This design comes from an exercise in tuning for small area, a short achievable clock period and few clock cycles on the open sky130 flow, not from production work.
No run shown here included a check of the RTL's function; only the layout flow was run.

### flow/flow/run.sh
#!/bin/bash
# Layout: the standard flow (standard.sh, unchanged synthesis) with two settings changed:
# the port buffers are sky130_fd_sc_hd__buf_2 cells, and timing repair aims for 6.5 ns of
# setup slack at the design's 12 ns period. make's full output goes to layout.log here.
set -euo pipefail
export BUFFER_PORTS_ARGS="-buffer_cell sky130_fd_sc_hd__buf_2"
bash standard.sh SETUP_SLACK_MARGIN=6.5 finish > layout.log 2>&1
### flow/config.mk
export PLATFORM = sky130hd
export DESIGN_NAME = battery_gauge_level_tracker
export DESIGN_NICKNAME = battery_gauge_level_tracker
export VERILOG_FILES = /design/flow/design.v
export SDC_FILE = /design/flow/constraint.sdc
export NUM_CORES = 4
export LEC_CHECK = 0
export CAP_MARGIN = 20
export CORE_MARGIN = 2
export CORE_UTILIZATION = 40
export SLEW_MARGIN = 20
### flow/constraint.sdc
create_clock -name core_clock -period 12.0 [get_ports {clk_i}]
set_input_delay 2.4000 -clock core_clock [delete_from_list [all_inputs] [get_ports {clk_i}]]
set_output_delay 2.4000 -clock core_clock [all_outputs]
set_load 0.01 [all_outputs]
### flow/standard.sh
#!/bin/bash
# synth_recipe.tcl (not shown) runs the flow's synth.tcl, then flattens the netlist and writes it again
# the make line also repeats each setting of config.mk as NAME=value (left out here)
make -C /OpenROAD-flow-scripts/flow DESIGN_CONFIG=/design/flow/config.mk WORK_HOME=/design/flow/orfs CLKGATE_MAP_FILE= SYNTH_SCRIPT=/design/flow/synth_recipe.tcl "${@:-finish}"
### flow/design.v
package bgl_pkg;
  localparam logic [15:0] VOff   = 16'd3072;
  localparam logic [15:0] VTop   = 16'd4223;
  localparam logic [10:0] VMin   = 11'(3100 - 3072);
  localparam logic [10:0] VDisL3 = 11'(3903 - 3072);
  localparam logic [10:0] VDisL2 = 11'(3773 - 3072);
  localparam logic [10:0] VDisL1 = 11'(3712 - 3072);
  localparam logic [10:0] VDisL0 = 11'(3460 - 3072);
  function automatic logic [33:0] rule_lookup(input logic usb, input logic [1:0] rng,
                                              input logic [1:0] lv);
    logic [33:0] r;
    r = '0;
    case ({usb, rng, lv})
      5'd0: r = {1'b0, 1'b1, 11'd510, 11'd0, 10'd0};
      5'd1: r = {1'b0, 1'b0, 11'd480, 11'd510, 10'd30};
      5'd2: r = {1'b0, 1'b0, 11'd320, 11'd480, 10'd160};
      5'd3: r = {1'b0, 1'b0, 11'd80, 11'd320, 10'd240};
      5'd4: r = {1'b1, 1'b0, 11'd928, 11'd28, 10'd900};
      5'd5: r = {1'b1, 1'b0, 11'd1018, 11'd928, 10'd90};
      5'd6: r = {1'b0, 1'b1, 11'd510, 11'd0, 10'd0};
      5'd7: r = {1'b0, 1'b0, 11'd70, 11'd510, 10'd440};
      5'd8: r = {1'b1, 1'b0, 11'd853, 11'd28, 10'd825};
      5'd9: r = {1'b1, 1'b0, 11'd943, 11'd853, 10'd90};
      5'd10: r = {1'b1, 1'b0, 11'd1103, 11'd943, 10'd160};
      5'd11: r = {1'b0, 1'b1, 11'd90, 11'd0, 10'd0};
      5'd12: r = {1'b1, 1'b0, 11'd813, 11'd28, 10'd785};
      5'd13: r = {1'b1, 1'b0, 11'd903, 11'd813, 10'd90};
      5'd14: r = {1'b1, 1'b0, 11'd1063, 11'd903, 10'd160};
      5'd15: r = {1'b0, 1'b1, 11'd130, 11'd0, 10'd0};
      5'd16: r = {1'b1, 1'b0, 11'd1018, 11'd28, 10'd990};
      5'd17: r = {1'b1, 1'b0, 11'd1093, 11'd1018, 10'd75};
      5'd18: r = {1'b0, 1'b1, 11'd290, 11'd0, 10'd0};
      5'd19: r = {1'b0, 1'b0, 11'd50, 11'd290, 10'd240};
      5'd20: r = {1'b1, 1'b0, 11'd838, 11'd28, 10'd810};
      5'd21: r = {1'b1, 1'b0, 11'd918, 11'd838, 10'd80};
      5'd22: r = {1'b1, 1'b0, 11'd1068, 11'd918, 10'd150};
      5'd23: r = {1'b0, 1'b1, 11'd90, 11'd0, 10'd0};
      5'd24: r = {1'b1, 1'b0, 11'd788, 11'd28, 10'd760};
      5'd25: r = {1'b1, 1'b0, 11'd868, 11'd788, 10'd80};
      5'd26: r = {1'b1, 1'b0, 11'd1008, 11'd868, 10'd140};
      5'd27: r = {1'b0, 1'b1, 11'd180, 11'd0, 10'd0};
      5'd28: r = {1'b1, 1'b0, 11'd758, 11'd28, 10'd730};
      5'd29: r = {1'b1, 1'b0, 11'd843, 11'd758, 10'd85};
      5'd30: r = {1'b1, 1'b0, 11'd978, 11'd843, 10'd135};
      5'd31: r = {1'b0, 1'b1, 11'd230, 11'd0, 10'd0};
      default: r = '0;
    endcase
    rule_lookup = r;
  endfunction
  function automatic logic [6:0] cbase(input logic [2:0] n);
    logic [6:0] b;
    case (n)
      3'd0: b = 7'd0;
      3'd1: b = 7'd25;
      3'd2: b = 7'd50;
      3'd3: b = 7'd80;
      default: b = 7'd100;
    endcase
    cbase = b;
  endfunction
  function automatic logic [6:0] dtop(input logic [2:0] n);
    logic [6:0] b;
    case (n)
      3'd0: b = 7'd25;
      3'd1: b = 7'd50;
      3'd2: b = 7'd80;
      default: b = 7'd100;
    endcase
    dtop = b;
  endfunction
endpackage
module bgl_divider #(
  parameter int HI = 4,
  parameter int LO = 0
) (
  input  logic [19:0] rem_i,
  input  logic [14:0] den_i,
  input  logic [4:0]  quo_i,
  output logic [19:0] rem_o,
  output logic [4:0]  quo_o
);
  logic [16:0] trial;
  always_comb begin
    rem_o = rem_i;
    quo_o = quo_i;
    trial = '0;
    for (int k = HI; k >= LO; k--) begin
      trial = {1'b0, rem_o[k +: 16]} - {2'b0, den_i};
      if (!trial[16]) begin
        rem_o[k +: 16] = trial[15:0];
        quo_o[k] = 1'b1;
      end
    end
  end
endmodule
module battery_gauge_level_tracker (
  input  logic        clk_i,
  input  logic        rst_ni,
  input  logic        in_valid_i,
  output logic        in_ready_o,
  input  logic [57:0] in_data_i,
  output logic        out_valid_o,
  input  logic        out_ready_i,
  output logic [10:0] out_data_o
);
  localparam logic [1:0] K_DIV = 2'd0;    
  localparam logic [1:0] K_CONST = 2'd1;  
  localparam logic [1:0] K_KEEP = 2'd2;   
  localparam logic [1:0] K_NOP = 2'd3;    
  logic adv_q;    
  assign in_ready_o = adv_q;
  logic signed [7:0] temp;
  logic [15:0] vin, curin;
  logic [10:0] vq;
  logic [14:0] cq;
  logic [1:0]  rng;
  logic [2:0]  seed_in;
  assign temp = in_data_i[38:31];
  assign vin = in_data_i[54:39];
  assign curin = in_data_i[30:15];
  always_comb begin
    if (temp < 8'sd10) rng = 2'd0;
    else if (temp < 8'sd20) rng = 2'd1;
    else if (temp < 8'sd30) rng = 2'd2;
    else rng = 2'd3;
    if (vin[15:12] == 4'd0 && vin[11:10] != 2'b11) vq = 11'd0;
    else if (vin[15:13] != 3'd0 || (vin[12] && vin[11:7] != 5'd0)) vq = 11'(bgl_pkg::VTop - bgl_pkg::VOff);
    else vq = {vin[12], vin[9:0]};
    cq = curin[15] ? 15'h7fff : curin[14:0];
    if (vq > bgl_pkg::VDisL3) seed_in = 3'd4;
    else if (vq > bgl_pkg::VDisL2) seed_in = 3'd3;
    else if (vq > bgl_pkg::VDisL1) seed_in = 3'd2;
    else if (vq > bgl_pkg::VDisL0) seed_in = 3'd1;
    else seed_in = 3'd0;
  end
  logic        s_valid_q;
  logic        chg, nochg, usb;
  logic [1:0]  s_rng_q;
  logic [2:0]  s_seed_q;
  logic [10:0] v;
  logic [14:0] cur, mc;
  always_ff @(posedge clk_i or negedge rst_ni) begin
    if (!rst_ni) s_valid_q <= 1'b0;
    else if (adv_q) s_valid_q <= in_valid_i;
  end
  always_ff @(posedge clk_i) begin
    if (adv_q) begin
      chg <= in_data_i[57]; nochg <= in_data_i[56]; usb <= in_data_i[55];
      v <= vq; s_rng_q <= rng; s_seed_q <= seed_in; cur <= cq; mc <= in_data_i[14:0];
    end
  end
  logic       mode_q;
  logic [2:0] band_q;
  logic        sw;
  logic [2:0]  b, nb;
  logic [1:0]  kind;
  logic [33:0] rl;
  logic        rl_volt, rl_mc;
  logic [10:0] rl_thr, rl_other;
  logic [9:0]  rl_d;
  logic        climb;
  logic [14:0] cmp_l, cmp_r;
  logic [14:0] opa, opb;
  logic [15:0] diff;
  logic [15:0] dmc;
  logic [14:0] x, d;
  always_comb begin
    sw = (chg != mode_q);
    b = sw ? (chg ? 3'd0 : s_seed_q) : band_q;
    rl = bgl_pkg::rule_lookup(usb, s_rng_q, b[1:0]);
    rl_volt = rl[33];
    rl_mc = rl[32];
    rl_thr = rl[31:21];
    rl_other = rl[20:10];
    rl_d = rl[9:0];
    cmp_l = rl_volt ? {4'd0, rl_thr} : cur;
    cmp_r = rl_volt ? {4'd0, v} : {4'd0, rl_thr};
    climb = cmp_l < cmp_r;
    dmc = {1'b0, mc} - {5'd0, rl_thr};
    if (chg) begin
      opa = rl_volt ? {4'd0, v} : (rl_mc ? mc : {4'd0, rl_other});
      opb = rl_volt ? {4'd0, rl_other} : cur;
    end else begin
      case (b)
        3'd3: opa = {4'd0, bgl_pkg::VDisL3};
        3'd2: opa = {4'd0, bgl_pkg::VDisL2};
        3'd1: opa = {4'd0, bgl_pkg::VDisL1};
        default: opa = {4'd0, bgl_pkg::VDisL0};
      endcase
      opb = {4'd0, v};
    end
    diff = {1'b0, opa} - {1'b0, opb};
    x = diff[15] ? 15'd0 : diff[14:0];
    nb = b; kind = K_DIV;
    d = rl_mc ? dmc[14:0] : {5'd0, rl_d};
    if (chg) begin
      if (nochg) kind = K_NOP;
      else if (b[2]) kind = K_KEEP;
      else if (climb) begin
        nb = b + 3'd1; kind = K_CONST;
      end else if (rl_mc && (dmc[15] || dmc == 16'd0)) kind = K_CONST;
    end else begin
      case (b)
        3'd4: begin
          if (v < bgl_pkg::VDisL3) begin
            nb = 3'd3; kind = K_CONST;
          end else kind = K_KEEP;
        end
        3'd3: begin
          d = 15'(bgl_pkg::VDisL3 - bgl_pkg::VDisL2);
          if (v < bgl_pkg::VDisL2) begin
            nb = 3'd2; kind = K_CONST;
          end
        end
        3'd2: begin
          d = 15'(bgl_pkg::VDisL2 - bgl_pkg::VDisL1);
          if (v < bgl_pkg::VDisL1) begin
            nb = 3'd1; kind = K_CONST;
          end
        end
        3'd1: begin
          d = 15'(bgl_pkg::VDisL1 - bgl_pkg::VDisL0);
          if (v < bgl_pkg::VDisL0) begin
            nb = 3'd0; kind = K_CONST;
          end
        end
        default: begin
          d = 15'(bgl_pkg::VDisL0 - bgl_pkg::VMin);
          if (v <= bgl_pkg::VMin) x = 15'(bgl_pkg::VDisL0 - bgl_pkg::VMin);
        end
      endcase
    end
  end
  always_ff @(posedge clk_i or negedge rst_ni) begin
    if (!rst_ni) begin
      mode_q <= 1'b0; band_q <= 3'd4;
    end else if (adv_q && s_valid_q) begin
      mode_q <= chg; band_q <= nb;
    end
  end
  logic        a_valid_q, b_valid_q, c_valid_q, e_valid_q;
  logic [6:0]  a_ctl_q, b_ctl_q, c_ctl_q, e_ctl_q;
  logic [14:0] a_x_q, a_d_q, b_d_q, c_d_q;
  logic [18:0] b_rem_q;
  logic [16:0] c_rem_q;
  logic        b_quo_q;
  logic [2:0]  c_quo_q;
  logic [4:0]  e_quo_q;
  always_ff @(posedge clk_i or negedge rst_ni) begin
    if (!rst_ni) begin
      a_valid_q <= 1'b0; b_valid_q <= 1'b0; c_valid_q <= 1'b0; e_valid_q <= 1'b0;
    end else if (adv_q) begin
      a_valid_q <= s_valid_q; b_valid_q <= a_valid_q; c_valid_q <= b_valid_q;
      e_valid_q <= c_valid_q;
    end
  end
  always_ff @(posedge clk_i) begin
    if (adv_q) begin
      a_ctl_q <= {chg, sw, kind, nb}; a_x_q <= x; a_d_q <= d;
    end
  end
  logic [19:0] num, rem_b;
  logic [4:0]  quo_b;
  logic [19:0] mul_a, mul_b, mul_c;
  always_comb begin
    case (a_ctl_q[2:0])
      3'd3: begin   
        mul_a = {1'b0, a_x_q, 4'd0}; mul_b = {3'd0, a_x_q, 2'd0}; mul_c = 20'd0;
      end
      3'd2: begin   
        mul_a = {a_x_q, 5'd0}; mul_b = ~{4'd0, a_x_q, 1'b0}; mul_c = 20'd1;
      end
      default: begin   
        mul_a = {1'b0, a_x_q, 4'd0}; mul_b = {2'd0, a_x_q, 3'd0}; mul_c = {5'd0, a_x_q};
      end
    endcase
    num = mul_a + mul_b + mul_c;
  end
  bgl_divider #(.HI(4), .LO(4)) u_div_b (
    .rem_i(num), .den_i(a_d_q), .quo_i(5'd0), .rem_o(rem_b), .quo_o(quo_b)
  );
  always_ff @(posedge clk_i) begin
    if (adv_q) begin
      b_ctl_q <= a_ctl_q; b_d_q <= a_d_q; b_rem_q <= rem_b[18:0]; b_quo_q <= quo_b[4];
    end
  end
  logic [19:0] rem_c;
  logic [4:0]  quo_c;
  bgl_divider #(.HI(3), .LO(2)) u_div_c (
    .rem_i({1'b0, b_rem_q}), .den_i(b_d_q), .quo_i({b_quo_q, 4'd0}), .rem_o(rem_c), .quo_o(quo_c)
  );
  always_ff @(posedge clk_i) begin
    if (adv_q) begin
      c_ctl_q <= b_ctl_q; c_d_q <= b_d_q; c_rem_q <= rem_c[16:0]; c_quo_q <= quo_c[4:2];
    end
  end
  logic [19:0] rem_d;
  logic [4:0]  quo_d;
  bgl_divider #(.HI(1), .LO(0)) u_div_d (
    .rem_i({3'd0, c_rem_q}), .den_i(c_d_q), .quo_i({c_quo_q, 2'd0}), .rem_o(rem_d), .quo_o(quo_d)
  );
  always_ff @(posedge clk_i) begin
    if (adv_q) begin
      e_ctl_q <= c_ctl_q; e_quo_q <= quo_d;
    end
  end
  logic       e_chg, e_sw;
  logic [1:0] e_kind;
  logic [2:0] e_band;
  assign {e_chg, e_sw, e_kind, e_band} = e_ctl_q;
  logic [6:0] cpct_q, dpct_q, disp_q;
  logic [7:0] lrep_q;
  logic [6:0] base, qv, p, disp_n;
  logic [7:0] lrep_e;
  logic       rep, push;
  always_comb begin
    base = e_chg ? bgl_pkg::cbase(e_band) : bgl_pkg::dtop(e_band);
    qv = (e_kind == K_DIV) ? {2'd0, e_quo_q} : 7'd0;
    p = e_chg ? (base + qv) : (base - qv);
    if (e_kind == K_KEEP) p = e_chg ? cpct_q : ((dpct_q < 7'd80) ? 7'd100 : dpct_q);
    lrep_e = e_sw ? 8'd255 : lrep_q;
    rep = (e_kind != K_NOP) && ({1'b0, p} != lrep_e);
    disp_n = (rep && (e_chg ? (p > disp_q) : (p < disp_q))) ? p : disp_q;
  end
  assign push = adv_q && e_valid_q;
  always_ff @(posedge clk_i or negedge rst_ni) begin
    if (!rst_ni) begin
      cpct_q <= 7'd100; dpct_q <= 7'd0; lrep_q <= 8'd0; disp_q <= 7'd100;
    end else if (push) begin
      if (e_chg) begin
        if (e_kind != K_NOP) cpct_q <= p;
      end else dpct_q <= p;
      lrep_q <= rep ? {1'b0, p} : lrep_e;
      disp_q <= disp_n;
    end
  end
  logic        h_valid_q, k_valid_q, take;
  logic [10:0] h_data_q, k_data_q, res;
  assign res = {disp_n, e_band, rep};
  assign take = h_valid_q && out_ready_i;
  always_ff @(posedge clk_i or negedge rst_ni) begin
    if (!rst_ni) begin
      h_valid_q <= 1'b0; k_valid_q <= 1'b0; adv_q <= 1'b1;
    end else begin
      if (take) begin
        h_valid_q <= k_valid_q || push;
        k_valid_q <= k_valid_q && push;
        adv_q <= 1'b1;
      end else begin
        h_valid_q <= h_valid_q || push;
        k_valid_q <= k_valid_q || (h_valid_q && push);
        adv_q <= !(h_valid_q && (k_valid_q || push));
      end
    end
  end
  always_ff @(posedge clk_i) begin
    if (take) begin
      if (k_valid_q) h_data_q <= k_data_q;
      else h_data_q <= res;
      k_data_q <= res;
    end else begin
      if (!h_valid_q) h_data_q <= res;
      else if (!k_valid_q) k_data_q <= res;
    end
  end
  assign out_valid_o = h_valid_q;
  assign out_data_o = h_data_q;
endmodule
==> results of run 1 <==
==> timing repair <==
action	CTS	global route
pin swaps	12	34
endpoints found under the hold margin	0	0
gates cloned	1	1
endpoints found under the setup margin	56	67
setup buffers	18	21
gates resized for setup	47	81
==> synthesized netlist by cell type (14+ instances only) <==
cell type,n,area (um^2)
sky130_fd_sc_hd__a211oi_1,18,135
sky130_fd_sc_hd__a21o_1,35,263
sky130_fd_sc_hd__a21oi_1,186,931
sky130_fd_sc_hd__a31oi_1,24,150
sky130_fd_sc_hd__and2_1,14,87.6
sky130_fd_sc_hd__clkbuf_1,62,233
sky130_fd_sc_hd__dfrtp_1,33,826
sky130_fd_sc_hd__edfxtp_1,204,6130
sky130_fd_sc_hd__fa_1,19,380
sky130_fd_sc_hd__ha_1,157,1960
sky130_fd_sc_hd__inv_1,136,510
sky130_fd_sc_hd__mux2_2,51,574
sky130_fd_sc_hd__mux2i_1,41,410
sky130_fd_sc_hd__nand2_1,187,702
sky130_fd_sc_hd__nand2b_1,17,106
sky130_fd_sc_hd__nand3_1,44,220
sky130_fd_sc_hd__nor2_1,192,721
sky130_fd_sc_hd__nor2b_1,32,200
sky130_fd_sc_hd__nor3_1,53,265
sky130_fd_sc_hd__o211ai_1,16,120
sky130_fd_sc_hd__o21a_1,31,233
sky130_fd_sc_hd__o21ai_0,147,736
sky130_fd_sc_hd__or2_2,25,156
sky130_fd_sc_hd__xnor2_1,62,543
sky130_fd_sc_hd__xor2_1,26,228
==> state kept, by name (all words and copies together), names as in the netlist, 15 cells and up <==
| name | cells |
|---|---|
| b_d_q | 15 |
| c_rem_q | 17 |
| b_rem_q | 19 |
| c_d_q | 15 |
| cur | 15 |
| mc | 15 |
| a_d_q | 15 |
| a_x_q | 15 |
==> through the flow <==
| stage | instance area (um^2) | util (%) | worst slack (ns) | std cells |
|---|---|---|---|---|
| 2_1_floorplan | 18900 | - | 6.50 | 2046 |
| 3_3_place_gp | 19800 | 42.5 | 5.61 | 2662 |
| 3_5_place_dp | 19800 | 42.5 | 5.58 | 2662 |
| 4_1_cts | 21100 | 45.3 | 6.50 | 2731 |
| 5_1_grt | 21700 | 46.5 | 6.38 | 2753 |
| 6_report | 21700 | 46.5 | 6.61 | 2753 |
==> routing by layer <==
layer  track usage [%]  up-vias
met3              1.90      102
met4              7.62        0
met5                 0        -
met1              24.2     7287
li1                  -     7638
met2              31.9      377
==> path summary, 6_finish.rpt <==
kind | startpoint | to | slack (ns)
max | mode_q | a_ctl_q[3] | 6.61
min | b_rem_q[0] | c_rem_q[0] | 0.41
max reg2reg | mode_q | a_ctl_q[3] | 6.61
min reg2reg | b_rem_q[0] | c_rem_q[0] | 0.41
max in group asynchronous | rst_ni | mode_q | 9.36
min in group asynchronous | rst_ni | h_valid_q | 1.98
==> cell type report <==
class | instances | area (um^2) | share of cell area (%)
clock buffer | 29 | 683 | 3.15
clock inverter | 21 | 230 | 1.06
inverter | 139 | 526 | 2.43
multi-input combinational | 1583 | 11400 | 52.7
sequential | 245 | 7170 | 33.1
tap | 607 | 759 | 3.50
timing repair buffer | 129 | 881 | 4.06
==> worst reg2reg max path, delay by kind of cell (launching register included) <==
kind / cells / cell delay, ns
AND/OR/NAND/NOR: 3 / 0.97
buffers and inverters: 3 / 0.60
multiplexers: 1 / 0.30
flip-flops: 1 / 0.48
adder cells (fa/ha/maj): 2 / 0.82
AO/OA/AOI/OAI: 7 / 1.84
XOR/XNOR: 1 / 0.14
==> cell families (layout without fill, tap and decap cells) <==
kind of cell,after synthesis,in the layout,synth area share (%)
other cells,1,1,0.0199
xor+xnor,88,88,4.08
flops,245,245,37.9
compound gates,596,597,19.9
simple gates,626,626,15.5
fa+ha+maj,177,177,12.5
buf+inv,219,318,4.64
mux,94,94,5.38
==> run notes, run 1 <==
Detailed routing
The highest routing layer actually used is met4. The routed wirelength normalized by instance count is 17.2 um. The pre-antenna-repair detailed-routing pass consisted of 7 iterations. Once detail routing completed, the nets flagged for antenna violations numbered 0. After detailed routing, the total wire length is 47400 um. The met2 routed wirelength is 22500 um.

For this block, wires on met1 add up to 21100 um. After detailed routing, the number of vias per cell comes to 5.60. The sum of met3 wire segment lengths after detailed routing is 1740 um. In this run, the number of DRC markers left after iteration 0 of detailed routing was 971. Detailed routing inserted a total of 15.4k vias. For this run, design rule violations remaining after detail routing come to 0.

Clock network
The CTS tree is yes. Hold repair after CTS inserted 0 buffers. The clock reaches the later pin of the worst-skew pair after 0.56 ns. In this run the deepest clock path goes through 3 buffers. The clock sink total is 245. Clock-pin slew was measured on the worst setup and hold paths at 0.06 ns. In this run the number of H-tree levels came out at 1. The root buffer selected by CTS is sky130_fd_sc_hd__clkbuf_16. The number of CTS-inserted buffers is 27.

STA
The final-report hold violation count is 0. Across all hold checks on the routed design, the worst slack comes to 0.413 ns. The headroom to the max-slew limit is 36.2%. The worst path uses 44.9% of the clock period. The final setup TNS is 0 ns.

The upper clock frequency limit is 0.186 GHz. The time the final worst path needs with I/O delays and setup is 5.39 ns. The worst-margin pin slew is 0.948 ns. The max-slew violation count came to 0.

Setup violations remaining at the end of the flow were counted as 0. Setup repair after global routing could not meet its margin everywhere. Between clock sinks in the finished design, the worst skew comes to 0.0103 ns.

Worst setup path
The critical path goes through mux2i_1 > o21ai_1 > buf_4 > ha_1 > inv_1 > nand2_1 > o221ai_1 > o21ai_0 > inv_1 > ha_1 > a21oi_1 > o21bai_1 > a21oi_1 > xnor2_1 > or4b_1 > nand4bb_1 > o31ai_1. The worst-path cell with the longest stage delay is sky130_fd_sc_hd__o21ai_0. By startpoint and endpoint, the worst setup path is classified as flip-flop to flip-flop. Grouping stages by cell kind, the critical path spends the most delay in compound AO/OA/AOI/OAI gates. Counting cells, the worst reg-to-reg path comes to 17.

The worst path required time is 12.32 ns. For this run, the slowest stage of the critical path takes 0.53 ns. Along the worst path, the maximum fanout reaches 12.

The nature of the critical path startpoint is a flip-flop. The capturing element type of the critical path is a flip-flop. The critical path runs through a total of 17 cells. The data arrival time of the critical path is 5.71 ns.

The number of buffer and inverter instances along the worst setup path is 3.

Logic synthesis
Counting flops with a built-in enable in the synthesized netlist gives 204. For this run, the number of Yosys warnings is 4. The area of the mapped netlist is 18900 um^2. The number of nets in the synthesized netlist is 2284. Synthesis inferred 245 register bits.

The share of the Yosys chip area taken by registers is 37.9%. The fraction of synthesis flops using an asynchronous set or reset pin is 16.7%. The per-instance average area after synthesis is 9.22 um^2.

The most common flop cell mapped by yosys is sky130_fd_sc_hd__edfxtp_1. The count of different cell masters after synthesis is 95. The post-synthesis instance total is 2046.

Run status
The flow ran to the end and the layout has no timing, DRC or antenna violations.

Placed design
Input and output buffers added on the ports amount to 73. Detailed placement ended at an HPWL of 34900 um. The congestion estimate from routability-driven global placement came to 0.934.

Final layout
Leaving out fill and tap cells, the most frequent cells in the layout are sky130_fd_sc_hd__edfxtp_1 (204), sky130_fd_sc_hd__nor2_1 (187), sky130_fd_sc_hd__nand2_1 (186). The fill cell instance count of the final layout is 4336. From synthesis to final layout, the design area changed by 14.8%. Cells with a size suffix above 1 make up 17.0% of the layout. The library cell used most frequently in the layout, excluding fill and tap cells, is sky130_fd_sc_hd__edfxtp_1. The layout net count is 2363. The number of antenna diodes in the final layout is 0.

GRT
The first global-routing pass estimated 75900 um of wire. Across every metal layer, demand over resource in global routing totals 18.7%. The maximum number of pins on one net before global-route repair is 159. The via count of the first global-routing pass is 14.9k. The initial antenna violation count is 0. The global-route congestion overflow total is 0.

Floorplanning
The initial cell density of the core is 40.5%. The die boundary height is 221 um. The core region is 46600 um^2. The total die area is 48900 um^2.

After floorplanning, the core was divided into 79 placement rows. 75 I/O pins were placed. The floorplan step set the die width to 221 um.

Min path
The worst hold path was traced through 0 stages. The worst min-delay path class is flip-flop to flip-flop.

Run
The number of maximum-capacitance constraint violations is 0.
==> run 2, diff against run 1 <==
--- a/flow/design.v
+++ b/flow/design.v
@@ -108,5 +108,6 @@
   localparam logic [1:0] K_KEEP = 2'd2;   
   localparam logic [1:0] K_NOP = 2'd3;    
-  logic adv_q;    
+  logic out_valid_q, adv_q;    
+  assign adv_q = !out_valid_q || out_ready_i;
   assign in_ready_o = adv_q;
   logic signed [7:0] temp;
@@ -311,7 +312,9 @@
   logic [6:0] cpct_q, dpct_q, disp_q;
   logic [7:0] lrep_q;
-  logic [6:0] base, qv, p, disp_n;
+  logic       rep_q;
+  logic [2:0] oband_q;
+  logic [6:0] base, qv, p;
   logic [7:0] lrep_e;
-  logic       rep, push;
+  logic       rep;
   always_comb begin
     base = e_chg ? bgl_pkg::cbase(e_band) : bgl_pkg::dtop(e_band);
@@ -321,48 +324,23 @@
     lrep_e = e_sw ? 8'd255 : lrep_q;
     rep = (e_kind != K_NOP) && ({1'b0, p} != lrep_e);
-    disp_n = (rep && (e_chg ? (p > disp_q) : (p < disp_q))) ? p : disp_q;
   end
-  assign push = adv_q && e_valid_q;
   always_ff @(posedge clk_i or negedge rst_ni) begin
     if (!rst_ni) begin
-      cpct_q <= 7'd100; dpct_q <= 7'd0; lrep_q <= 8'd0; disp_q <= 7'd100;
-    end else if (push) begin
-      if (e_chg) begin
-        if (e_kind != K_NOP) cpct_q <= p;
-      end else dpct_q <= p;
-      lrep_q <= rep ? {1'b0, p} : lrep_e;
-      disp_q <= disp_n;
-    end
-  end
-  logic        h_valid_q, k_valid_q, take;
-  logic [10:0] h_data_q, k_data_q, res;
-  assign res = {disp_n, e_band, rep};
-  assign take = h_valid_q && out_ready_i;
-  always_ff @(posedge clk_i or negedge rst_ni) begin
-    if (!rst_ni) begin
-      h_valid_q <= 1'b0; k_valid_q <= 1'b0; adv_q <= 1'b1;
-    end else begin
-      if (take) begin
-        h_valid_q <= k_valid_q || push;
-        k_valid_q <= k_valid_q && push;
-        adv_q <= 1'b1;
-      end else begin
-        h_valid_q <= h_valid_q || push;
-        k_valid_q <= k_valid_q || (h_valid_q && push);
-        adv_q <= !(h_valid_q && (k_valid_q || push));
+      out_valid_q <= 1'b0; cpct_q <= 7'd100; dpct_q <= 7'd0; lrep_q <= 8'd0;
+      disp_q <= 7'd100; rep_q <= 1'b0; oband_q <= 3'd4;
+    end else if (adv_q) begin
+      out_valid_q <= e_valid_q;
+      if (e_valid_q) begin
+        if (e_chg) begin
+          if (e_kind != K_NOP) cpct_q <= p;
+        end else dpct_q <= p;
+        lrep_q <= rep ? {1'b0, p} : lrep_e;
+        if (rep && (e_chg ? (p > disp_q) : (p < disp_q))) disp_q <= p;
+        rep_q <= rep;
+        oband_q <= e_band;
       end
     end
   end
-  always_ff @(posedge clk_i) begin
-    if (take) begin
-      if (k_valid_q) h_data_q <= k_data_q;
-      else h_data_q <= res;
-      k_data_q <= res;
-    end else begin
-      if (!h_valid_q) h_data_q <= res;
-      else if (!k_valid_q) k_data_q <= res;
-    end
-  end
-  assign out_valid_o = h_valid_q;
-  assign out_data_o = h_data_q;
+  assign out_valid_o = out_valid_q;
+  assign out_data_o = {disp_q, oband_q, rep_q};
 endmodule
==> run notes, run 2 <==
STA
At the pin with the least slew margin, the transition time is 1.10 ns. The headroom to the max-slew limit is 26.1%. Setup repair after global routing could not meet its margin everywhere. The max-slew violation count was 0.

The share of the clock period used by the worst path is 44.4%. The final setup TNS is 0 ns. Static timing analysis puts the maximum clock frequency at 0.188 GHz. The post-route worst setup slack is 6.67 ns.

Setup violations remaining at the end of the flow were counted as 0. The time the final worst path needs with I/O delays and setup is 5.33 ns. The final-report hold violation count was 0.

Between clock sinks in the finished design, the worst skew comes to 0.0181 ns.

Placed design
At the end of routability-driven placement, the weighted congestion stood at 0.922. The worst slack at placement is 5.17 ns. The post-place instance area is 19100 um^2. In this run, placement finished with an instance count of 2562. The count of buffers added on input and output ports is 73. Once detailed placement completed, the half-perimeter wirelength came to 33800 um.

Clock network
TritonCTS built the clock tree. In this run, CTS created clock tree buffers numbering 25. The quantity of hold-fixing buffers added after cts is 0. No sink is reached through more buffers than the 3 on the longest clock path.

The clock transition time at the flip-flop clock pins of the worst setup and hold paths is 0.06 ns. The number of levels the H-tree was split into is 1. The clock sink total is 225. The root buffer selected by CTS is sky130_fd_sc_hd__clkbuf_16. At the later pin of the worst-skew pair, clock insertion delay measures 0.57 ns.

Final layout
In the final layout, the registers with the most flip-flops are b_rem_q x19, c_rem_q x17. The post-layout instance count excluding filler cells is 2633. Once layout is done, the placed cells without fillers occupy 20600 um^2. The top cell types in the final layout, fill and taps aside, are sky130_fd_sc_hd__nor2_1 (182), sky130_fd_sc_hd__edfxtp_1 (182), sky130_fd_sc_hd__nand2_1 (147). The number of antenna diodes in the final layout is 0. The register bank with the most flops is b_rem_q. The number of flip-flops under the largest register name is 19. The layout net count is 2252. The layout has 4303 filler cells. Relative to the synthesized area, the layout overhead comes to 13.3%. The post-route netlist has 15.5% of its cells at a drive strength greater than 1.

Worst setup path
The critical setup path kind is flip-flop to flip-flop. The worst register-to-register path begins at a_ctl_q[2]. The data arrival time of the critical path is 5.62 ns.

In this run the worst path has a maximum fanout of 17. The launch point of the worst path is a_ctl_q[2]. The nature of the critical path startpoint is a flip-flop.

The capturing element type of the critical path is a flip-flop. For the worst setup path, the data required time is 12.30 ns.

GRT
Entering global routing, the biggest net connects 85 pins. The initial antenna violation count came to 0. The global-route usage over all layers is 19.1%. The via count of the first global-routing pass is 14.5k. The first global-routing pass estimated 73800 um of wire.

The total overflow left after global routing is 0.

Detailed routing
The number of iterations in the first detailed-routing pass is 5. The post-route antenna net violation count is 0. Dividing the detail-routed wire length by the instance count gives 17.2 um. The DRC violation count after routing is 0. Summed over all layers, the routed wires come to 45300 um. Dividing the detail-routed via count by the number of cells gives 5.60. The number of DRC violations after detailed-routing iteration 0 is 970. The via count of the routed design is 14.7k.

Logic synthesis
In the synthesized netlist, the cells that appear most often are sky130_fd_sc_hd__nor2_1 (185), sky130_fd_sc_hd__edfxtp_1 (182), sky130_fd_sc_hd__ha_1 (157). The most used flip-flop cell after synthesis is sky130_fd_sc_hd__edfxtp_1. The post-synthesis sequential area ratio is 36.0%.

The per-instance average area after synthesis is 9.31 um^2. By area the synthesized netlist is led by sky130_fd_sc_hd__edfxtp_1 (30%), sky130_fd_sc_hd__ha_1 (11%), sky130_fd_sc_hd__dfrtp_1 (4.8%), sky130_fd_sc_hd__a21oi_1 (3.9%), sky130_fd_sc_hd__nor2_1 (3.8%). The fraction of synthesis flops using an asynchronous set or reset pin is 19.1%. Summed over its instances, the top area cell type makes up 30.0% of the synthesized netlist area. The area of the mapped netlist is 18200 um^2. The most common cell in the synthesized netlist is sky130_fd_sc_hd__nor2_1. Synthesis produced a netlist whose cell count is 1954. The number of synthesized register bits is 225. Counting flops with a built-in enable in the synthesized netlist gives 182. The number of nets in the synthesized netlist is 2192.

The leading area contributor after synthesis is sky130_fd_sc_hd__edfxtp_1. After synthesis, the netlist uses 98 different library cells. For this run, the number of Yosys warnings is 4.

Run status
The run finished with no timing, DRC or antenna violations.

Floorplanning
The floorplan step defined a die boundary enclosing 47200 um^2. The floorplan die width is 217 um. The placeable core area is 45100 um^2. The initial cell density of the core is 40.3%.

In this run the vertical extent of the chip is 217 um. In this run the count of I/O pins placed on the die edge is 75. The number of standard-cell rows in the floorplan is 78.

Min path
The worst min-delay path class is flip-flop to flip-flop. The startpoint identified for the worst hold timing path is a_ctl_q[4].

Run
The number of maximum-capacitance constraint violations is 0.
-- run 2: changes by cell type in the layout (fill, tap and decap cells not counted), moves of 12 or more --
cell | before | now
sky130_fd_sc_hd__nor3_1 | 51 | 36
sky130_fd_sc_hd__o21a_1 | 30 | 44
sky130_fd_sc_hd__a21oi_1 | 169 | 136
sky130_fd_sc_hd__a21oi_2 | 16 | 4
sky130_fd_sc_hd__o21ai_0 | 133 | 112
sky130_fd_sc_hd__edfxtp_1 | 204 | 182
sky130_fd_sc_hd__nand2_1 | 186 | 147
sky130_fd_sc_hd__buf_4 | 46 | 29
-- run 2: path summary, 6_finish.rpt --
kind | slack [ns] | depth (start not counted) | endpoint
setup / recovery | 6.67 | 22 | b_rem_q[17]
hold / removal | 0.42 | 0 | b_ctl_q[4]
setup reg to reg | 6.67 | 22 | b_rem_q[17]
hold reg to reg | 0.42 | 0 | b_ctl_q[4]
max in group asynchronous | 9.37 | 1 | mode_q
min in group asynchronous | 1.99 | 1 | mode_q
-- run 2: stage by stage --
step                utilization [%]  hold slack (ns)
global placement               42.4            0.402
CTS                            44.9            0.419
floorplan                         -            0.400
finish                         45.7            0.417
detailed placement             42.4            0.405
global route                   45.7            0.425
-- run 2: worst max-delay path, cell delays in order, from the launching register on --
cell and delay, ns:
sky130_fd_sc_hd__edfxtp_1 0.38, sky130_fd_sc_hd__nand2b_4 0.17, sky130_fd_sc_hd__buf_12 0.15, sky130_fd_sc_hd__nor2_4 0.10, sky130_fd_sc_hd__buf_12 0.14, sky130_fd_sc_hd__mux2i_4 0.23
sky130_fd_sc_hd__fa_1 0.44, sky130_fd_sc_hd__inv_2 0.08, sky130_fd_sc_hd__ha_4 0.22, sky130_fd_sc_hd__or2_2 0.28, sky130_fd_sc_hd__a221o_1 0.36, sky130_fd_sc_hd__o211ai_1 0.15
sky130_fd_sc_hd__nand3_2 0.16, sky130_fd_sc_hd__o21a_1 0.22, sky130_fd_sc_hd__nor2_2 0.14, sky130_fd_sc_hd__xnor2_2 0.18, sky130_fd_sc_hd__ha_4 0.27, sky130_fd_sc_hd__a21oi_4 0.16
sky130_fd_sc_hd__a21boi_2 0.09, sky130_fd_sc_hd__nor4_2 0.17, sky130_fd_sc_hd__o21bai_2 0.16, sky130_fd_sc_hd__a211o_4 0.43, sky130_fd_sc_hd__mux2_1 0.34
-- run 2: cells by family after synthesis --
group | count (synthesis) | synth area share (%)
compound gates | 557 | 20.3
xor+xnor | 83 | 4.00
fa+ha+maj | 177 | 12.9
buf+inv | 207 | 4.44
flops | 225 | 36.0
mux | 104 | 6.27
other cells | 1 | 0.0206
simple gates | 600 | 16.0
-- run 2: routing by layer --
layer	vias to the layer above	routed length, um	track usage [%]
met5	-	0	0
met4	0	2010	8.08
met3	97	2280	2.61
li1	7325	-	-
met1	6876	20600	25.4
met2	440	20400	31.3
-- run 2: final cells by class --
| cell class | count | area [um^2] | share of cell area [%] |
|---|---|---|---|
| flip-flops and latches | 225 | 6550 | 31.8 |
| clock inverters | 16 | 159 | 0.771 |
| repair buffers | 110 | 732 | 3.55 |
| clock buffers | 30 | 676 | 3.28 |
| multi-input cells | 1524 | 11200 | 54.6 |
| inverters | 128 | 492 | 2.39 |
| well taps | 600 | 751 | 3.64 |
-- run 2: what timing repair did --
action                     4_1_cts  5_1_grt
gates resized for setup         36       54
pin swaps                        9       21
setup buffers                   10       11
cloned                           3        1
setup endpoints to repair       61       60
==> run 3, diff against run 2 <==
--- a/flow/config.mk
+++ b/flow/config.mk
@@ -8,4 +8,4 @@
 export CAP_MARGIN = 20
 export CORE_MARGIN = 2
-export CORE_UTILIZATION = 40
+export CORE_UTILIZATION = 65
 export SLEW_MARGIN = 20
==> run notes, run 3 <==
Placed design
The number of port buffers is 73. The post-place instance area is 18800 um^2. The congestion estimate from routability-driven global placement came to 1.00. The post-detailed-placement half-perimeter wirelength is 32200 um. The worst slack at placement is 4.97 ns.

Once placement completed, the tool counted placed cells totaling 2340.

Worst setup path
The capturing element type of the critical path is a flip-flop. The worst-path maximum fanout is 33. The nature of the critical path startpoint is a flip-flop. At the worst endpoint, the required time is 12.28 ns. The critical setup path kind is flip-flop to flip-flop. The signal on the critical path passes through nand2b_4 > buf_12 > nor2_4 > mux2i_2 > fa_1 > inv_1 > ha_1 > and2_1 > a221o_1 > o211ai_1 > nand3_2 > buf_4 > buf_4 > a41oi_4 > xnor2_2 > ha_1 > o21a_1 > o21ai_2 > o21bai_4 > a211o_4 > mux2_2.

The largest single stage delay on the critical path is 0.44 ns. The number of buffer and inverter instances along the worst setup path is 4. Data arrives at the worst endpoint at 5.70 ns. The slowest stage of the critical path belongs to the cell sky130_fd_sc_hd__fa_1. The family with the most delay on the worst path is compound AO/OA/AOI/OAI gates.

STA
Setup repair after global routing left no endpoint under its margin. The final worst clock skew is 0.0221 ns. Static timing analysis puts the maximum clock frequency at 0.185 GHz. Of the available clock period, the critical path in the final layout requires 45.2%. The worst-margin pin slew is 1.01 ns.

The max-slew violation count was 0. In this run the tightest slew margin relative to its limit is 31.9%. The minimum hold slack is 0.418 ns. The time the final worst path needs with I/O delays and setup is 5.42 ns.

The post-route worst setup slack is 6.58 ns. In the final timing run, aggregate negative setup slack is 0 ns. The final-report hold violation count is 0. The setup-violating endpoint count in the final report is 0.

Floorplanning
The die covers 29300 um^2. From bottom edge to top edge, the die measures 171 um. The initial cell density of the core is 65.7%. The placeable core area is 27700 um^2. From left edge to right edge, the die measures 171 um. The number of standard-cell rows in the floorplan is 61.

The I/O pin count is 75.

Logic synthesis
By count the netlist is led by sky130_fd_sc_hd__nor2_1 (185), sky130_fd_sc_hd__edfxtp_1 (182), sky130_fd_sc_hd__ha_1 (157). After synthesis the netlist holds a flip-flop and latch count of 225. Yosys attributes the largest share of cell area to sky130_fd_sc_hd__edfxtp_1 (30%), sky130_fd_sc_hd__ha_1 (11%), sky130_fd_sc_hd__dfrtp_1 (4.8%), sky130_fd_sc_hd__a21oi_1 (3.9%), sky130_fd_sc_hd__nor2_1 (3.8%). The count of different cell masters after synthesis is 98. A synthesized cell averages 9.31 um^2. The leading area contributor after synthesis is sky130_fd_sc_hd__edfxtp_1. The most frequent cell after synthesis is sky130_fd_sc_hd__nor2_1.

The area of the mapped netlist is 18200 um^2. The number of warnings issued by yosys is 4. Yosys mapped a number of flops with a built-in enable equal to 182. The post-synthesis instance total is 1954. The proportion of netlist area held by the largest area contributor is 30.0%. For this run, asynchronously set or reset flops after synthesis account for 19.1%.

Among all flip-flop cells after synthesis, the most frequent one is sky130_fd_sc_hd__edfxtp_1. The number of nets produced by synthesis is 2192. The share of the Yosys chip area taken by registers is 36.0%.

Run
The tool flagged a number of max-cap violations equal to 0.

Detailed routing
The routed wirelength normalized by instance count is 18.2 um. In this run the top signal layer used is met5. The number of iterations in the first detailed-routing pass is 7. The number of DRC violations after detailed-routing iteration 0 is 1027. Once detail routing completed, the nets flagged for antenna violations numbered 0. Summed over all nets, wire length on met3 after detailed routing comes to 2160 um. The via count of the routed design is 15.0k. In the routed layout, each cell is associated on average with a via count of 6.23. Wires add up to 43700 um. The routed metal-1 wirelength is 18700 um.

In the routed design, unresolved DRC markers number 0. Summed over all nets, wire length on met2 after detailed routing comes to 20600 um.

Clock network
The clock transition time at the flip-flop clock pins of the worst setup and hold paths is 0.06 ns. The number of levels the H-tree was split into is 1. In this run, CTS created clock tree buffers numbering 25. The worst-case clock buffer depth is 3. The root buffer cell chosen for the clock tree is sky130_fd_sc_hd__clkbuf_16.

Clock tree synthesis found a total of 225 sinks. The insertion delay of the later-clocked pin in the worst-skew pair is 0.54 ns. TritonCTS built the clock tree.

Final layout
The register with the most flip-flops in the layout has 19 of them. The sequential cell area is 6550 um^2. The register bank with the most flops is b_rem_q. The largest registers in the layout are b_rem_q x19, c_rem_q x17. The diode insertion count for antenna repair is 0. The fraction of final layout cells sized beyond drive strength 1 is 15.3%. The post-layout instance count excluding filler cells is 2408. Measured on the finished design, the core utilization comes to 73.2%. The multi-input combinational cells in the finished layout cover a total of 11200 um^2. The library cells used most frequently in the layout, excluding fill and tap cells, are sky130_fd_sc_hd__nor2_1 (182), sky130_fd_sc_hd__edfxtp_1 (182), sky130_fd_sc_hd__ha_1 (148). For this run, the post-layout net count is 2249.

After filler insertion, the fill cell instance count of the layout stands at 2054. The finished cells cover 20300 um^2. Relative to the synthesized area, the layout overhead comes to 11.5%.

Run status
The flow ran to the end and the layout has no timing, DRC or antenna violations.

GRT
The first global-routing pass estimated 70200 um of wire. The global-route congestion overflow total is 0. The via count of the first global-routing pass is 14.2k.

The maximum number of pins on one net before global-route repair is 168. The global-route usage over all layers is 29.8%. The initial antenna violation count is 1.

Min path
The worst min-delay path class is flip-flop to flip-flop.
==> run 3: worst paths after layout <==
path                             from           to  slack (ns)  cells after the start
max                        a_ctl_q[2]  b_rem_q[16]        6.58                     21
min                        c_quo_q[0]   e_quo_q[2]        0.42                      0
max reg2reg                a_ctl_q[2]  b_rem_q[16]        6.58                     21
min reg2reg                c_quo_q[0]   e_quo_q[2]        0.42                      0
max in group asynchronous      rst_ni    dpct_q[1]        9.41                      1
min in group asynchronous      rst_ni    s_valid_q        2.00                      1
==> run 3: layer usage <==
metal	global-route usage (%)	vias to the layer above
met5	0	-
met2	50.3	484
met4	14.7	2
met3	3.15	132
li1	-	7317
met1	38.5	7066
==> run 3: logic make-up (layout without fill, tap and decap cells) <==
kind of cell / after synthesis / in the layout / share of synthesized area, %
simple gates: 600 / 600 / 16.0
buf+inv: 207 / 282 / 4.44
flops: 225 / 225 / 36.0
mux: 104 / 104 / 6.27
compound gates: 557 / 558 / 20.3
xor+xnor: 83 / 83 / 4.00
other cells: 1 / 1 / 0.0206
fa+ha+maj: 177 / 177 / 12.9
==> run 3: cell type report <==
| cell class | instances | area share [%] |
|---|---|---|
| Clock inverter | 20 | 1.26 |
| Inverter | 128 | 2.41 |
| Clock buffer | 26 | 3.10 |
| Tap cell | 378 | 2.33 |
| Sequential cell | 225 | 32.3 |
| Timing Repair Buffer | 108 | 3.42 |
| Multi-Input combinational cell | 1523 | 55.2 |
==> run 3: timing repair <==
| item | 4_1_cts | 5_1_grt |
|---|---|---|
| pin swaps | 8 | 17 |
| buffers inserted | 9 | 12 |
| endpoints found under the setup margin | 60 | 60 |
| cloned | 1 | 0 |
| hold buffers | 0 | 0 |
| endpoints found under the hold margin | 0 | 0 |
| resized for setup | 34 | 47 |
==> run 3: worst register-to-register path, cell delays in order, from the launching register on <==
cell and delay [ns]:
sky130_fd_sc_hd__edfxtp_1 0.40, sky130_fd_sc_hd__nand2b_4 0.17, sky130_fd_sc_hd__buf_12 0.15, sky130_fd_sc_hd__nor2_4 0.26, sky130_fd_sc_hd__mux2i_2 0.28, sky130_fd_sc_hd__fa_1 0.44
sky130_fd_sc_hd__inv_1 0.07, sky130_fd_sc_hd__ha_1 0.28, sky130_fd_sc_hd__and2_1 0.22, sky130_fd_sc_hd__a221o_1 0.34, sky130_fd_sc_hd__o211ai_1 0.16, sky130_fd_sc_hd__nand3_2 0.14
sky130_fd_sc_hd__buf_4 0.16, sky130_fd_sc_hd__buf_4 0.13, sky130_fd_sc_hd__a41oi_4 0.23, sky130_fd_sc_hd__xnor2_2 0.17, sky130_fd_sc_hd__ha_1 0.29, sky130_fd_sc_hd__o21a_1 0.21
sky130_fd_sc_hd__o21ai_2 0.20, sky130_fd_sc_hd__o21bai_4 0.11, sky130_fd_sc_hd__a211o_4 0.43, sky130_fd_sc_hd__mux2_2 0.32
==> run 4, diff against run 3 <==
--- a/flow/design.v
+++ b/flow/design.v
@@ -310,10 +310,10 @@
   logic [2:0] e_band;
   assign {e_chg, e_sw, e_kind, e_band} = e_ctl_q;
-  logic [6:0] cpct_q, dpct_q, disp_q;
-  logic [7:0] lrep_q;
+  logic [6:0] dpct_q, disp_q;
+  logic [6:0] lrep_q;
   logic       rep_q;
   logic [2:0] oband_q;
   logic [6:0] base, qv, p;
-  logic [7:0] lrep_e;
+  logic [6:0] lrep_e;
   logic       rep;
   always_comb begin
@@ -321,19 +321,17 @@
     qv = (e_kind == K_DIV) ? {2'd0, e_quo_q} : 7'd0;
     p = e_chg ? (base + qv) : (base - qv);
-    if (e_kind == K_KEEP) p = e_chg ? cpct_q : ((dpct_q < 7'd80) ? 7'd100 : dpct_q);
-    lrep_e = e_sw ? 8'd255 : lrep_q;
-    rep = (e_kind != K_NOP) && ({1'b0, p} != lrep_e);
+    if (e_kind == K_KEEP) p = (e_chg || dpct_q < 7'd80) ? 7'd100 : dpct_q;
+    lrep_e = e_sw ? 7'd127 : lrep_q;
+    rep = (e_kind != K_NOP) && (p != lrep_e);
   end
   always_ff @(posedge clk_i or negedge rst_ni) begin
     if (!rst_ni) begin
-      out_valid_q <= 1'b0; cpct_q <= 7'd100; dpct_q <= 7'd0; lrep_q <= 8'd0;
+      out_valid_q <= 1'b0; dpct_q <= 7'd0; lrep_q <= 7'd0;
       disp_q <= 7'd100; rep_q <= 1'b0; oband_q <= 3'd4;
     end else if (adv_q) begin
       out_valid_q <= e_valid_q;
       if (e_valid_q) begin
-        if (e_chg) begin
-          if (e_kind != K_NOP) cpct_q <= p;
-        end else dpct_q <= p;
-        lrep_q <= rep ? {1'b0, p} : lrep_e;
+        if (!e_chg) dpct_q <= p;
+        lrep_q <= rep ? p : lrep_e;
         if (rep && (e_chg ? (p > disp_q) : (p < disp_q))) disp_q <= p;
         rep_q <= rep;
--- a/flow/config.mk
+++ b/flow/config.mk
@@ -8,4 +8,4 @@
 export CAP_MARGIN = 20
 export CORE_MARGIN = 2
-export CORE_UTILIZATION = 65
+export CORE_UTILIZATION = 40
 export SLEW_MARGIN = 20
==> run notes, run 4 <==
Detailed routing
The routed wirelength normalized by instance count is 16.8 um. The routed layout has 14.5k vias. After detailed routing, the number of vias per cell comes to 5.56. The sum of routed wire length over all layers is 44000 um. The detailed router finished its first iteration with 1152 violations. The first TritonRoute pass finished after 5 iterations. The DRC violation count after routing is 0.

The detail route stage leaves a number of antenna-violating nets equal to 0.

Worst setup path
The worst-path maximum fanout is 28. The capturing element type of the critical path is an output port. The data arrival time of the critical path is 3.05 ns. STA classifies the critical path startpoint as an input port. The startpoint identified for the worst register-to-register timing path is a_ctl_q[1]. The worst path required time is 9.60 ns. The launch point of the worst path is out_ready_i. The critical path in this run is classified as input port to output port.

Min path
The startpoint of the lowest-slack hold path is b_rem_q[0]. The path class of the tightest hold or removal check is flip-flop to flip-flop.

Logic synthesis
The number of synthesized register bits is 217. During synthesis, Yosys emitted a total of 4 warnings. The fraction of synthesis flops using an asynchronous set or reset pin is 16.1%.

The largest total area in the synthesized netlist belongs to sky130_fd_sc_hd__edfxtp_1. A synthesized cell averages 9.24 um^2. The post-synthesis instance total is 1921. Yosys instantiated no cell more often than sky130_fd_sc_hd__nor2_1. The area of the mapped netlist is 17800 um^2. The proportion of netlist area held by the largest area contributor is 30.8%. In the post-synthesis netlist, the biggest area contributors are sky130_fd_sc_hd__edfxtp_1 (31%), sky130_fd_sc_hd__ha_1 (11%), sky130_fd_sc_hd__dfrtp_1 (4.2%), sky130_fd_sc_hd__a21oi_1 (4.1%), sky130_fd_sc_hd__nor2_1 (4.1%). The most common flop cell mapped by yosys is sky130_fd_sc_hd__edfxtp_1.

The commonest cells after synthesis are sky130_fd_sc_hd__nor2_1 (194), sky130_fd_sc_hd__edfxtp_1 (182), sky130_fd_sc_hd__ha_1 (157). In this run, distinct cell masters in the synthesized netlist total 92. Summing the sequential cell areas from Yosys gives 35.7% of the chip area. Synthesis produced a netlist with a net count of 2159. Counting flops with a built-in enable in the synthesized netlist gives 182.

Final layout
After filler insertion, the fill cell instance count of the layout stands at 4218. The diode insertion count for antenna repair is 0. The total non-filler cell area in the finished layout is 20400 um^2. In the layout the commonest cells are sky130_fd_sc_hd__nor2_1 (192), sky130_fd_sc_hd__edfxtp_1 (182), sky130_fd_sc_hd__nand2_1 (144), sky130_fd_sc_hd__ha_1 (144), sky130_fd_sc_hd__a21oi_1 (142).

The layout net count is 2239. The fraction of final layout cells sized beyond drive strength 1 is 15.8%. The largest registers in the layout are b_rem_q x19, c_rem_q x17. The number of flip-flops under the largest register name is 19.

Relative to the synthesized area, the layout overhead comes to 14.8%. The most common cell after layout, fill and taps aside is sky130_fd_sc_hd__nor2_1. The finished layout holds 2612 standard cells, fillers aside. The register bank with the most flops is b_rem_q.

Floorplanning
The initial utilization of the core area, before any placement, comes to 40.3%. 75 I/O pins were placed. In this run the vertical extent of the chip is 215 um. The placeable core area is 44000 um^2. The initialized floorplan defines 77 standard-cell rows. The total die area is 46100 um^2. The floorplan die width is 215 um.

Placed design
Summing all placed instances gives a cell area of 18800 um^2. The routability congestion estimate is 0.950. The number of placed instances with taps included is 2529.

Detailed placement ended at an HPWL of 32800 um. The number of port buffers is 73.

STA
The final setup TNS is 0 ns. Setup repair after global routing could not meet its margin everywhere. For the pin with the worst max-slew slack, the measured transition is 0.873 ns. The max-slew violation count is 0. The clock arrives with 0.0122 ns of skew.

The worst pin sits at a relative slew slack of 41.2%. The setup-violating endpoint count in the final report is 0. The worst path uses 45.4% of the clock period. The final-report hold violation count is 0. The upper clock frequency limit is 0.184 GHz. The worst path in the final design needs a cycle of 5.45 ns, including I/O delays and setup.

Clock network
The root buffer selected by CTS is sky130_fd_sc_hd__clkbuf_16. The clock net in this run drives a total of 217 sinks. The insertion delay of the later-clocked pin in the worst-skew pair is 0.55 ns. After clock tree synthesis, the clock-pin slew on the worst setup and hold paths is 0.06 ns.

The worst-case clock buffer depth is 3. Buffers inserted during clock tree synthesis total 25. TritonCTS built the clock tree. CTS built an H-tree with a depth of 1.

The quantity of hold-fixing buffers added after cts is 0.

Run
The number of maximum-capacitance constraint violations is 0.

Run status
The run finished with no timing, DRC or antenna violations.

GRT
The global-route usage over all layers is 18.8%. The global-route congestion overflow total is 0. The first global-routing pass estimated 71500 um of wire. Entering global routing, the biggest net connects 166 pins.

The initial antenna violation count is 0. The via count of the first global-routing pass is 14.1k.
==> run 4: per-stage QoR <==
stage / worst slack (ns) / utilization, % / hold WS, ns
finish: 6.55 / 46.3 / 0.406
global placement: 5.15 / 42.7 / 0.401
floorplan: 6.50 / - / 0.400
global route: 6.38 / 46.3 / 0.409
detailed placement: 5.15 / 42.7 / 0.405
CTS: 6.51 / 45.5 / 0.399
==> run 4: metal layers <==
layer	vias up	track usage (%)	part of all wire (%)
li1	7273	-	-
met1	6840	25.0	46
met2	330	32.0	47
met3	66	1.91	4.3
met4	2	6.20	3.3
met5	-	0.833	0.12
==> run 4: area by class of cell <==
cell class	count	area, um^2	share of cell area, %
Clock buffer	36	688	3.38
Clock inverter	10	103	0.503
Inverter	124	477	2.34
Multi-Input combinational cell	1508	11100	54.4
Sequential cell	217	6350	31.1
Tap cell	592	741	3.63
Timing Repair Buffer	125	936	4.59
==> run 4: repair_timing <==
action                                  in CTS  in global routing
resized for setup                           38                 59
endpoints found under the setup margin      46                 47
pin swaps                                   17                 24
gates cloned                                 3                  1
buffers inserted                            21                 12
==> run 4: logic make-up (layout without fill, tap and decap cells) <==
group,count (synthesis),count (layout),share of synthesized area [%]
other,1,1,0.0211
muxes,88,88,5.46
AOI/OAI and AO/OA,570,570,21.2
DFF,217,217,35.7
xor gates and xnor gates,84,84,4.14
adders and majority gates,177,177,13.3
and+or+nand+nor,588,588,15.9
buffers and inverters,196,295,4.25
==> run 4: worst max-delay path, stage by stage <==
cell and delay (ns):
sky130_fd_sc_hd__buf_2 0.08, sky130_fd_sc_hd__nand2b_4 0.11, sky130_fd_sc_hd__buf_8 0.22, sky130_fd_sc_hd__buf_2 0.18
==> run 4: path summary, 6_finish.rpt <==
check	endpoint	slack (ns)	depth (start not counted)
min reg2reg	c_rem_q[0]	0.41	0
min in group asynchronous	disp_q[4]	1.93	1
max in group asynchronous	mode_q	9.52	1
min	c_rem_q[0]	0.41	0
max reg2reg	b_rem_q[5]	6.58	25
max	in_ready_o	6.55	4
==> run 5, diff against run 4 <==
--- a/flow/design.v
+++ b/flow/design.v
@@ -70,4 +70,37 @@
   endfunction
 endpackage
+module bgl_add #(
+  parameter int W = 16
+) (
+  input  logic [W-1:0] a,
+  input  logic [W-1:0] b,
+  input  logic         cin,
+  output logic [W-1:0] s,
+  output logic         cout
+);
+  logic [W-1:0] g, p, gg, pp;
+  logic [W:0]   c;
+  always_comb begin
+    g = a & b;
+    p = a ^ b;
+    gg = g;
+    gg[0] = g[0] | (p[0] & cin);
+    pp = p;
+    for (int l = 0; (1 << l) < W; l++)
+      for (int i = (2 << l) - 1; i < W; i += (2 << l)) begin
+        gg[i] = gg[i] | (pp[i] & gg[i - (1 << l)]);
+        pp[i] = pp[i] & pp[i - (1 << l)];
+      end
+    for (int l = $clog2(W) - 2; l >= 0; l--)
+      for (int i = 3 * (1 << l) - 1; i < W; i += (2 << l)) begin
+        gg[i] = gg[i] | (pp[i] & gg[i - (1 << l)]);
+        pp[i] = pp[i] & pp[i - (1 << l)];
+      end
+    c[0] = cin;
+    for (int k = 0; k < W; k++) c[k + 1] = gg[k];
+    s = p ^ c[W-1:0];
+    cout = c[W];
+  end
+endmodule
 module bgl_divider #(
   parameter int HI = 4,
@@ -80,17 +113,25 @@
   output logic [4:0]  quo_o
 );
-  logic [16:0] trial;
-  always_comb begin
-    rem_o = rem_i;
-    quo_o = quo_i;
-    trial = '0;
-    for (int k = HI; k >= LO; k--) begin
-      trial = {1'b0, rem_o[k +: 16]} - {2'b0, den_i};
-      if (!trial[16]) begin
-        rem_o[k +: 16] = trial[15:0];
-        quo_o[k] = 1'b1;
+  logic [19:0] rem [HI+1:LO];
+  logic [4:0]  quo [HI+1:LO];
+  assign rem[HI+1] = rem_i;
+  assign quo[HI+1] = quo_i;
+  for (genvar k = HI; k >= LO; k--) begin : g_step
+    logic [15:0] t;
+    logic        ok;    
+    bgl_add #(.W(16)) u_sub (
+      .a(rem[k+1][k +: 16]), .b(~{1'b0, den_i}), .cin(1'b1), .s(t), .cout(ok)
+    );
+    always_comb begin
+      rem[k] = rem[k+1];
+      quo[k] = quo[k+1];
+      if (ok) begin
+        rem[k][k +: 16] = t;
+        quo[k][k] = 1'b1;
       end
     end
   end
+  assign rem_o = rem[LO];
+  assign quo_o = quo[LO];
 endmodule
 module battery_gauge_level_tracker (
@@ -166,4 +207,10 @@
   logic [15:0] dmc;
   logic [14:0] x, d;
+  logic        cmp_ge, dmc_c, diff_c;
+  logic [14:0] cmp_unused;
+  logic [15:0] dmc_s, diff_s;
+  bgl_add #(.W(15)) u_cmp (.a(cmp_l), .b(~cmp_r), .cin(1'b1), .s(cmp_unused), .cout(cmp_ge));
+  bgl_add #(.W(16)) u_dmc (.a({1'b0, mc}), .b(~{5'd0, rl_thr}), .cin(1'b1), .s(dmc_s), .cout(dmc_c));
+  bgl_add #(.W(16)) u_diff (.a({1'b0, opa}), .b(~{1'b0, opb}), .cin(1'b1), .s(diff_s), .cout(diff_c));
   always_comb begin
     sw = (chg != mode_q);
@@ -177,6 +224,6 @@
     cmp_l = rl_volt ? {4'd0, rl_thr} : cur;
     cmp_r = rl_volt ? {4'd0, v} : {4'd0, rl_thr};
-    climb = cmp_l < cmp_r;
-    dmc = {1'b0, mc} - {5'd0, rl_thr};
+    climb = !cmp_ge;
+    dmc = dmc_s;
     if (chg) begin
       opa = rl_volt ? {4'd0, v} : (rl_mc ? mc : {4'd0, rl_other});
@@ -191,5 +238,5 @@
       opb = {4'd0, v};
     end
-    diff = {1'b0, opa} - {1'b0, opb};
+    diff = diff_s;
     x = diff[15] ? 15'd0 : diff[14:0];
     nb = b; kind = K_DIV;
@@ -276,6 +323,10 @@
       end
     endcase
-    num = mul_a + mul_b + mul_c;
   end
+  logic [19:0] csa_s, csa_c;
+  logic        num_c;
+  assign csa_s = mul_a ^ mul_b ^ mul_c;
+  assign csa_c = (mul_a & mul_b) | (mul_a & mul_c) | (mul_b & mul_c);
+  bgl_add #(.W(20)) u_num (.a(csa_s), .b({csa_c[18:0], 1'b0}), .cin(1'b0), .s(num), .cout(num_c));
   bgl_divider #(.HI(4), .LO(4)) u_div_b (
     .rem_i(num), .den_i(a_d_q), .quo_i(5'd0), .rem_o(rem_b), .quo_o(quo_b)
==> run notes, run 5 <==
Detailed routing
The count of nets left with antenna violations once routing finished came out at 0. The routed wirelength normalized by instance count is 18.0 um. The number of DRC violations after detailed-routing iteration 0 is 763.

Worst setup path
The worst path required time is 12.29 ns. The number of buffer and inverter instances along the worst setup path is 3.

Logic synthesis
The post-synthesis instance total is 1699. The portion of synthesized area spent on multiplexers is 6.30%. The number of nets produced by synthesis is 1972. The complex-gate fraction of the synthesized area is 17.8%. The adder-cell share of the synthesized area is 18.3%. The synthesized netlist devotes 2.87% of its cell area to XOR and XNOR gates. Counting flops and latches in the post-synthesis netlist gives 217.

Clock network
The CTS tree is yes. Clock latency on the worst-skew pair, taken at its later pin, is 0.55 ns. The root buffer selected by CTS is sky130_fd_sc_hd__clkbuf_16.

Placed design
The number of placed instances with taps included is 2255.

STA
Setup violations remaining at the end of the flow were counted as 0.

GRT
The maximum number of pins on one net before global-route repair is 75. The via count of the first global-routing pass is 13.1k.

Run status
The run finished with no timing, DRC or antenna violations.

Final layout
The area of the multi-input gates is 10300 um^2.

Floorplanning
The die boundary height is 211 um.
## run 5: cell types whose count changed after synthesis, moves of 14 or more
cell / previous run / this run
sky130_fd_sc_hd__a21oi_1: 147 / 109
sky130_fd_sc_hd__fa_1: 19 / 63
sky130_fd_sc_hd__inv_1: 119 / 141
sky130_fd_sc_hd__mux2_2: 49 / 64
sky130_fd_sc_hd__nand3_1: 42 / 23
sky130_fd_sc_hd__nor2_1: 194 / 109
sky130_fd_sc_hd__o211ai_1: 25 / 11
sky130_fd_sc_hd__o21ai_0: 121 / 93
sky130_fd_sc_hd__xor2_1: 35 / 19
## run 5: how the worst min path moves through the flow
stage	endpoint	cells after the start	from	slack, ns
global placement	e_ctl_q[3]	0	c_ctl_q[3]	0.40
global route	c_ctl_q[2]	0	b_ctl_q[2]	0.42
CTS	c_rem_q[1]	0	b_rem_q[1]	0.42
floorplan	b_ctl_q[3]	0	a_ctl_q[3]	0.40
detailed placement	b_ctl_q[3]	0	a_ctl_q[3]	0.40
finish	c_ctl_q[1]	0	b_ctl_q[1]	0.41
## run 5: per-stage QoR
stage	setup WS [ns]	hold slack [ns]	utilization (%)
finish	6.47	0.415	47.6
floorplan	6.49	0.400	-
detailed placement	5.26	0.405	42.8
global placement	5.30	0.402	42.8
global route	6.23	0.423	47.6
CTS	6.50	0.416	46.5
## run 5: worst register-to-register path, stage by stage, from the launching register on
cell	delay, ns
sky130_fd_sc_hd__edfxtp_1	0.44
sky130_fd_sc_hd__nand2b_4	0.21
sky130_fd_sc_hd__nor2_4	0.23
sky130_fd_sc_hd__buf_4	0.16
sky130_fd_sc_hd__mux2_2	0.34
sky130_fd_sc_hd__fa_1	0.43
sky130_fd_sc_hd__ha_1	0.34
sky130_fd_sc_hd__or3_1	0.37
sky130_fd_sc_hd__o21ai_0	0.11
sky130_fd_sc_hd__a21oi_2	0.08
sky130_fd_sc_hd__a21oi_2	0.16
sky130_fd_sc_hd__fa_1	0.47
sky130_fd_sc_hd__inv_2	0.09
sky130_fd_sc_hd__ha_4	0.19
sky130_fd_sc_hd__a21o_1	0.17
sky130_fd_sc_hd__a21o_1	0.17
sky130_fd_sc_hd__a41oi_2	0.20
sky130_fd_sc_hd__a21oi_2	0.11
sky130_fd_sc_hd__a21oi_2	0.17
sky130_fd_sc_hd__o21bai_2	0.13
sky130_fd_sc_hd__a21oi_4	0.19
sky130_fd_sc_hd__buf_12	0.16
sky130_fd_sc_hd__mux2_2	0.34
## run 5: logic make-up after synthesis
family	count (synthesis)
other cells	1
compound gates	453
fa+ha+maj	212
flops	217
mux	99
simple gates	446
xor+xnor	56
buf+inv	215
## run 5: layout make-up
class                   count  share of cell area [%]
multi-input cells        1268                    51.5
flip-flops and latches    217                    31.7
repair buffers            162                    6.10
well taps                 539                    3.37
clock buffers              27                    3.32
inverters                 143                    2.72
clock inverters            21                    1.24
## run 5: per-layer routing
metal	vias to the layer above	GRT usage (%)	part of all wire, %
met5	-	0	0
met4	0	9.28	5.2
met3	93	1.92	3.1
met2	288	33.8	49
met1	6288	24.2	43
li1	6448	-	-
## run 5: timing repair
| item | in CTS | in global routing |
|---|---|---|
| setup endpoints to repair | 59 | 47 |
| gates resized for setup | 58 | 36 |
| gates cloned | 4 | 1 |
| hold buffers | 0 | 0 |
| buffers inserted | 32 | 37 |
| pin swaps | 17 | 26 |

[separate check: timing with driven ports]
Ports are ideal in the flow. The routed layouts listed here were re-timed in OpenROAD. Step 1, drivers: a clkbuf_16 drives clk_i and a buf_2 each remaining input, both assumed. Step 2 also shifts input and output timing later by t, the mid clock arrival at the registers, as if the neighbouring blocks saw the same clock. Three values: ideal ports, drivers, drivers and shift; two values: the first two.
run | shift t [ns] | slack for setup (ns) | hold WS [ns] | pins driven straight from the clock port
run 1 | 0.615 | 6.610 / 6.610 / 6.610 | 0.413 / 0.413 / 0.413 | 1
run 2 | 0.611 | 6.672 / 6.672 / 6.672 | 0.417 / 0.417 / 0.417 | 1
run 3 | 0.586 | 6.582 / 6.582 / 6.582 | 0.418 / 0.418 / 0.418 | 1
run 4 | 0.601 | 6.555 / 6.509 / 6.509 | 0.406 / 0.406 / 0.406 | 1
run 5 | 0.593 | 6.474 / 6.474 / 6.474 | 0.415 / 0.415 / 0.415 | 1
After both steps setup and hold are still met in every run listed. The setup slack of run 4, which loses most, moves by -0.046 ns with the drivers and by -0.046 ns with both steps.
